Source: an optimization exercise on an open RTL-to-GDS flow (aim: small area, a short achievable clock period and few clock cycles per item). Production flows keep margins and buffers that such runs may drop. At most, simulation tests tie the RTL to the original design; equivalence was not proved. Power figures rest on the tool's default switching activity, not on a simulated workload.

Setup of wip/indigo:
Design nearest_palette_color_unit, start of the top module:
module nearest_palette_color_unit #(
  parameter int unsigned PALETTE_SIZE = 22
) (
  input  logic        clk_i,
  input  logic        rst_ni,
  input  logic        cfg_we_i,
  input  logic [21:0] cfg_wdata_i,
  input  logic        pixel_valid_i,
  output logic        pixel_ready_o,
  input  logic [31:0] pixel_word_i,
  output logic        result_valid_o,
  input  logic        result_ready_i,
  output logic [4:0]  color_index_o,
  output logic        none_enabled_o
);
  function automatic logic [1:0] cmp_join(input logic [1:0] hi, input logic [1:0] lo);
    cmp_join = {hi[1] | (hi[0] & lo[1]), hi[1] | (hi[0] & lo[0])};
  endfunction
  function automatic logic ge_key(input logic [11:0] x, input logic [11:0] y);
    logic [23:0] p;
    logic [23:0] q;
    q = '0;
    for (int k = 0; k < 12; k++) p[2*k +: 2] = {x[k] & ~y[k], x[k] | ~y[k]};
    q[0 +: 2] = cmp_join(p[2 +: 2], p[0 +: 2]);
    q[2 +: 2] = cmp_join(p[6 +: 2], p[4 +: 2]);
    q[4 +: 2] = cmp_join(p[10 +: 2], p[8 +: 2]);
    q[6 +: 2] = cmp_join(p[14 +: 2], p[12 +: 2]);
    q[8 +: 2] = cmp_join(p[18 +: 2], p[16 +: 2]);
    q[10 +: 2] = cmp_join(p[22 +: 2], p[20 +: 2]);
    p[0 +: 2] = cmp_join(q[2 +: 2], q[0 +: 2]);
    p[2 +: 2] = cmp_join(q[6 +: 2], q[4 +: 2]);
    p[4 +: 2] = cmp_join(q[10 +: 2], q[8 +: 2]);
    q[0 +: 2] = cmp_join(p[2 +: 2], p[0 +: 2]);
    q[2 +: 2] = p[4 +: 2];
    p[0 +: 2] = cmp_join(q[2 +: 2], q[0 +: 2]);
    ge_key = p[0];
  endfunction
  logic [21:0] enable_mask_q;
  always_ff @(posedge clk_i or negedge rst_ni) begin
    if (!rst_ni) enable_mask_q <= 22'h3fffff;
  ...
==> flow/config.mk <==
export PLATFORM = sky130hd
export DESIGN_NAME = nearest_palette_color_unit
export DESIGN_NICKNAME = nearest_palette_color_unit
export VERILOG_FILES = /design/flow/design.v
export SDC_FILE = /design/flow/constraint.sdc
export NUM_CORES = 4
export LEC_CHECK = 0
export ABC_AREA = 1
export CAP_MARGIN = 20
export CORE_MARGIN = 2
export CORE_UTILIZATION = 40
export CTS_BUF_LIST = sky130_fd_sc_hd__clkbuf_16
export CTS_CLUSTER_DIAMETER = 80
export CTS_CLUSTER_SIZE = 30
export SETUP_SLACK_MARGIN = 2.7
export SLEW_MARGIN = 20
==> flow/constraint.sdc <==
create_clock -name core_clock -period 5.5 [get_ports {clk_i}]
set_input_delay 1.1000 -clock core_clock [delete_from_list [all_inputs] [get_ports {clk_i}]]
set_output_delay 1.1000 -clock core_clock [all_outputs]
set_load 0.01 [all_outputs]
run.sh (not shown) runs the stock make flow with config.mk's settings and CLKGATE_MAP_FILE= SYNTH_SCRIPT=/design/flow/synth_recipe.tcl, a recipe that flattens the netlist after the stock synthesis.
Per the final summary, wip/indigo finished and its layout is clean on timing, DRC and antenna.
Testbench counts of wip/indigo, summed over its fixed seeds: cycles 16,040, items 16,000.
For wip/delta, these inputs were changed with respect to wip/indigo:
--- a/flow/config.mk
+++ b/flow/config.mk
@@ -13,4 +13,4 @@
 export CTS_CLUSTER_DIAMETER = 80
 export CTS_CLUSTER_SIZE = 30
-export SETUP_SLACK_MARGIN = 2.7
+export SETUP_SLACK_MARGIN = 2.6
 export SLEW_MARGIN = 20
Findings:
Compared wip/delta against wip/indigo; placed cell count within noise. Relative to wip/indigo, total power has gone down in wip/delta. Changes observed in wip/delta relative to wip/indigo: biggest fanout along the worst timing path moved down, post-placement worst setup slack moved down, number of signal-net inverters in the final layout level, least setup slack across all paths after layout moved up.
[inputs] wip/ember vs wip/delta
--- a/flow/config.mk
+++ b/flow/config.mk
@@ -12,5 +12,5 @@
 export CTS_BUF_LIST = sky130_fd_sc_hd__clkbuf_16
 export CTS_CLUSTER_DIAMETER = 80
-export CTS_CLUSTER_SIZE = 30
+export CTS_CLUSTER_SIZE = 38
 export SETUP_SLACK_MARGIN = 2.6
 export SLEW_MARGIN = 20
- Having completed the whole flow, wip/delta delivered a layout that passed the timing, DRC and antenna checks.
- wip/ember completed; timing, DRC and antenna clean
- Diff wip/delta -> wip/ember | utilization after layout | increase of 0.38 points
- Required time of the critical path in wip/ember vs wip/delta: up 0.05 ns
- Diff wip/delta..wip/ember | net count after synthesis | negligible
- Comparing wip/delta against wip/ember, there is no change at all in critical path depth.
- Shortest period the worst path allows on wip/ember is down relative to wip/delta.
diff inputs: wip/ember => wip/maple
--- a/flow/config.mk
+++ b/flow/config.mk
@@ -10,7 +10,4 @@
 export CORE_MARGIN = 2
 export CORE_UTILIZATION = 40
-export CTS_BUF_LIST = sky130_fd_sc_hd__clkbuf_16
-export CTS_CLUSTER_DIAMETER = 80
-export CTS_CLUSTER_SIZE = 38
-export SETUP_SLACK_MARGIN = 2.6
+export SETUP_SLACK_MARGIN = 2.5
 export SLEW_MARGIN = 20
## What came out
- As far as count of buffers from port buffering goes, wip/maple and wip/ember are indistinguishable; the numbers are identical.
- Of the two candidates, wip/ember has the better first-pass GRT wire length and wip/maple the worse one.
- Diff wip/maple..wip/ember | I/O pin count | unchanged
- Non-clock inverter instance count of the final layout essentially unchanged between wip/ember and wip/maple.
- Maximum achievable frequency, wip/maple and wip/ember, higher one = wip/ember.
- The wire length of wip/maple was inferior to that of wip/ember.
- [compare] base=wip/ember new=wip/maple: netlist area before placement roughly the same; final area moved up; final cell count went up 22; required time reported for the critical path endpoint went down 0.05 ns; share of cell area taken by flip-flops and latches shows a reduction of 0.32 points.
> inputs changed (wip/maple -> wip/zinc)
--- a/flow/config.mk
+++ b/flow/config.mk
@@ -10,4 +10,4 @@
 export CORE_MARGIN = 2
 export CORE_UTILIZATION = 40
-export SETUP_SLACK_MARGIN = 2.5
+export SETUP_SLACK_MARGIN = 2.6
 export SLEW_MARGIN = 20
## What came out
Looking at routed wire length, wip/zinc sits 690 µm lower than wip/maple does. The post-route worst hold slack was comparable across wip/zinc and wip/maple. In wip/zinc, number of detailed-routing iterations run before antenna repair is higher than in wip/maple. wip/zinc against wip/maple; number of gates given a new drive strength after cts is up by more than half.


nearest_palette_color_unit, a different RTL version from the one above (not shown whole).
For scale: about 2700 cells after synthesis, about 490 flip-flops, ~67 I/O pins, ~0.027 mm^2 of cells after synthesis.
// nearest_palette_color_unit
module nearest_palette_color_unit #(
  parameter int unsigned PALETTE_SIZE = 22
) (
  input  logic        clk_i,
  input  logic        rst_ni,
  input  logic        cfg_we_i,
  input  logic [21:0] cfg_wdata_i,
  input  logic        pixel_valid_i,
  output logic        pixel_ready_o,
  input  logic [31:0] pixel_word_i,
  output logic        result_valid_o,
  input  logic        result_ready_i,
  output logic [4:0]  color_index_o,
  output logic        none_enabled_o
);
  function automatic logic [1:0] cmp_join(input logic [1:0] hi, input logic [1:0] lo);
    cmp_join = {hi[1] | (hi[0] & lo[1]), hi[1] | (hi[0] & lo[0])};
  endfunction
  function automatic logic ge_key(input logic [11:0] x, input logic [11:0] y);
    logic [23:0] p;
    logic [23:0] q;
    q = '0;
    for (int k = 0; k < 12; k++) p[2*k +: 2] = {x[k] & ~y[k], x[k] | ~y[k]};
    q[0 +: 2] = cmp_join(p[2 +: 2], p[0 +: 2]);
    q[2 +: 2] = cmp_join(p[6 +: 2], p[4 +: 2]);
    q[4 +: 2] = cmp_join(p[10 +: 2], p[8 +: 2]);
    q[6 +: 2] = cmp_join(p[14 +: 2], p[12 +: 2]);
    q[8 +: 2] = cmp_join(p[18 +: 2], p[16 +: 2]);
    q[10 +: 2] = cmp_join(p[22 +: 2], p[20 +: 2]);
    p[0 +: 2] = cmp_join(q[2 +: 2], q[0 +: 2]);
    p[2 +: 2] = cmp_join(q[6 +: 2], q[4 +: 2]);
    p[4 +: 2] = cmp_join(q[10 +: 2], q[8 +: 2]);
    q[0 +: 2] = cmp_join(p[2 +: 2], p[0 +: 2]);
    q[2 +: 2] = p[4 +: 2];
    p[0 +: 2] = cmp_join(q[2 +: 2], q[0 +: 2]);
    ge_key = p[0];
  endfunction
  logic [21:0] enable_mask_q;
  always_ff @(posedge clk_i or negedge rst_ni) begin
    if (!rst_ni) enable_mask_q <= 22'h3fffff;
    else if (cfg_we_i) enable_mask_q <= cfg_wdata_i;
  end
  logic ready_q;
  logic take_px;
  assign pixel_ready_o = ready_q;
  assign take_px = pixel_valid_i & ready_q;
  logic [23:0] px_q;
  logic [21:0] en_q;
  logic        vin_q;
  logic [30:0] lt_q;
  ...
clock: 5.5 ns
lec_check: 0
cap_margin: 20
core_margin: 2
core_utilization: 40
setup_slack_margin: 2.6
slew_margin: 20
Then changed:
- ABC_AREA: default -> 1
- SETUP_SLACK_MARGIN: 2.6 -> 2.8
Final cell count came out higher by a quarter to a third. Global-route usage goes down by 0.30 points. Clock skew came out lower by 0.021 ns. Total power fell by a few percent. Sequential share of layout area increases by 0.44 points. Utilization shrinks by 3.3 points. Flip-flop and latch count stays the same.
Then changed:
- SETUP_SLACK_MARGIN: 2.8 -> 2.5
After rerunning: The changed run finished with timing, DRC and antenna clean. Wire length shrinks by 6.3%. Worst setup slack degrades by 0.14 ns. Global-route usage shrinks by 0.40 points. Combinational power shrinks by about 10%.
Then changed:
- SETUP_SLACK_MARGIN: 2.5 -> 2.2
After rerunning: Setup slack is worse by 0.25 ns; synthesized area does not change; via count falls by 0.49%; die area is unchanged; power falls by 1.5%; clock-buffer cell count does not change; design area falls by 1.3%; clock skew is about the same; wire length falls by 0.74%; maximum frequency falls by 7.9%.
Then changed:
- SETUP_SLACK_MARGIN: 2.2 -> 2.6
After rerunning:
- power increases by 1.3%
- sequential cell count does not change
- non-clock buffer count increases by 55
- via count increases by 1.8%
Function was not checked in any run of this note: the RTL went through the layout flow alone.


RTL: one of the versions met above, not the one the previous note started from.
For scale: roughly 3,700 cells after synthesis, about 27,000 um^2 of cells after synthesis.
Design nearest_palette_color_unit, start of the top module:
module nearest_palette_color_unit #(
  parameter int unsigned PALETTE_SIZE = 22
) (
  input  logic        clk_i,
  input  logic        rst_ni,
  input  logic        cfg_we_i,
  input  logic [21:0] cfg_wdata_i,
  input  logic        pixel_valid_i,
  output logic        pixel_ready_o,
  input  logic [31:0] pixel_word_i,
  output logic        result_valid_o,
  input  logic        result_ready_i,
  output logic [4:0]  color_index_o,
  output logic        none_enabled_o
);
  function automatic logic [1:0] cmp_join(input logic [1:0] hi, input logic [1:0] lo);
    cmp_join = {hi[1] | (hi[0] & lo[1]), hi[1] | (hi[0] & lo[0])};
  endfunction
  function automatic logic ge_key(input logic [11:0] x, input logic [11:0] y);
    logic [23:0] p;
    logic [23:0] q;
    q = '0;
    for (int k = 0; k < 12; k++) p[2*k +: 2] = {x[k] & ~y[k], x[k] | ~y[k]};
    q[0 +: 2] = cmp_join(p[2 +: 2], p[0 +: 2]);
    q[2 +: 2] = cmp_join(p[6 +: 2], p[4 +: 2]);
    q[4 +: 2] = cmp_join(p[10 +: 2], p[8 +: 2]);
    q[6 +: 2] = cmp_join(p[14 +: 2], p[12 +: 2]);
    q[8 +: 2] = cmp_join(p[18 +: 2], p[16 +: 2]);
    q[10 +: 2] = cmp_join(p[22 +: 2], p[20 +: 2]);
    p[0 +: 2] = cmp_join(q[2 +: 2], q[0 +: 2]);
    p[2 +: 2] = cmp_join(q[6 +: 2], q[4 +: 2]);
    p[4 +: 2] = cmp_join(q[10 +: 2], q[8 +: 2]);
    q[0 +: 2] = cmp_join(p[2 +: 2], p[0 +: 2]);
  ...
Settings: LEC_CHECK=0, ABC_AREA=1, CAP_MARGIN=20, CORE_MARGIN=2, CORE_UTILIZATION=40, CTS_BUF_LIST=sky130_fd_sc_hd__clkbuf_8, CTS_CLUSTER_SIZE=20, SETUP_SLACK_MARGIN=2.6, SLEW_MARGIN=20; clock period 5.5 ns.
Testbench counts at the start, summed over its fixed seeds: cycles 16,040, items 16,000.
Next try:
- CORE_UTILIZATION: 40 -> 35
- CTS_BUF_LIST: sky130_fd_sc_hd__clkbuf_8 -> sky130_fd_sc_hd__clkbuf_16
- CTS_CLUSTER_DIAMETER: unset -> 80
- CTS_CLUSTER_SIZE: 20 -> 34
The new run produced a clean layout.
Combinational power rises by a few percent.
Synthesized area is unchanged.
Clock power drops by about a fifth.
Worst setup slack hardly moves.
Final area falls slightly.
Sequential share of layout area climbs by 0.40 points.
Power goes down by a few percent.
Cell count goes up slightly.
Non-clock buffer count came out higher by 8.
Next try:
- CORE_UTILIZATION: 35 -> 40
- CTS_CLUSTER_SIZE: 34 -> 32
Worst setup slack gets worse by 0.0036 ns.
Cell area went down slightly.
Power fell slightly.
Sequential power came out higher slightly.
Next try:
- CTS_CLUSTER_SIZE: 32 -> 30
- SETUP_SLACK_MARGIN: 2.6 -> 2.5
What happened:
- The new run completed without violations
- wire length barely changes
- clock skew decreases by 0.0038 ns
- area after synthesis does not change
- setup slack got worse by 0.045 ns
- power hardly moves
- die area does not change
- global-route usage increases by 0.17 points
- first-iteration DRC count increases by 7.5%
Next try:
- CORE_UTILIZATION: 40 -> 45
- CTS_CLUSTER_SIZE: 30 -> 34
- SETUP_SLACK_MARGIN: 2.5 -> 2.6
The changed run ran to the end with no violations; area after synthesis does not change; worst setup slack is better by 0.024 ns; global-route usage grows by 2.6 points; core utilization grows by 6.3 points; flip-flop and latch count is unchanged; fmax grows slightly; die area shrinks by roughly a tenth; clock skew stays flat; total power grows by a few percent; cell count shrinks slightly; final area grows slightly.

-- afterwards: timing with drivers on the ports --
Ports are ideal in the flow. The routed layouts listed here were re-timed in OpenROAD. Step 1, drivers: a clkbuf_16 drives clk_i and a buf_2 each remaining input, both assumed. Step 2 times the ports against the registers' clock, not the clock port: input delays grow and output delays shrink by t, the midpoint of the rising clock arrivals with the driver on. a / b / c = no drivers / after step 1 / after step 2; a / b = the first two.
| run | t, ns | setup slack, ns | worst setup path at the end | worst slew at a driven data input, ns | cell pins on the clock port's net |
|---|---|---|---|---|---|
| wip/indigo | 0.683 | 2.649 / 2.649 / 2.263 | input to register | 0.05 | 1 |
| wip/delta | 0.666 | 2.660 / 2.660 / 2.201 | input to register | 0.06 | 1 |
| wip/ember | 0.671 | 2.669 / 2.669 / 2.187 | input to register | 0.06 | 1 |
| wip/maple | 0.663 | 2.600 / 2.600 / 2.174 | input to register | 0.05 | 1 |
| wip/zinc | 0.671 | 2.666 / 2.666 / 2.157 | input to register | 0.06 | 1 |
| the first run of note 2 | 0.655 | 1.886 / 1.886 / 1.886 | register to register | 0.05 | 1 |
| the second run of note 2 | 0.665 | 2.722 / 2.722 / 2.392 | input to register | 0.04 | 1 |
| the third run of note 2 | 0.661 | 2.581 / 2.581 / 2.218 | input to register | 0.05 | 1 |
| the fourth run of note 2 | 0.659 | 2.331 / 2.331 / 1.904 | input to register | 0.05 | 1 |
| the fifth run of note 2 | 0.666 | 2.647 / 2.647 / 2.241 | input to register | 0.05 | 1 |
| the first run of note 3 | 0.721 | 2.667 / 2.667 / 2.170 | input to register | 0.06 | 1 |
| the second run of note 3 | 0.685 | 2.667 / 2.667 / 2.172 | input to register | 0.04 | 1 |
| the third run of note 3 | 0.670 | 2.663 / 2.663 / 2.198 | input to register | 0.06 | 1 |
| the fourth run of note 3 | 0.683 | 2.618 / 2.618 / 2.158 | input to register | 0.05 | 1 |
| the fifth run of note 3 | 0.674 | 2.642 / 2.642 / 2.146 | input to register | 0.07 | 1 |
After both steps setup and hold are still met in every run listed. For wip/zinc, which loses most, drivers alone change the setup slack by 0.000 ns; drivers and shift together by -0.509 ns.
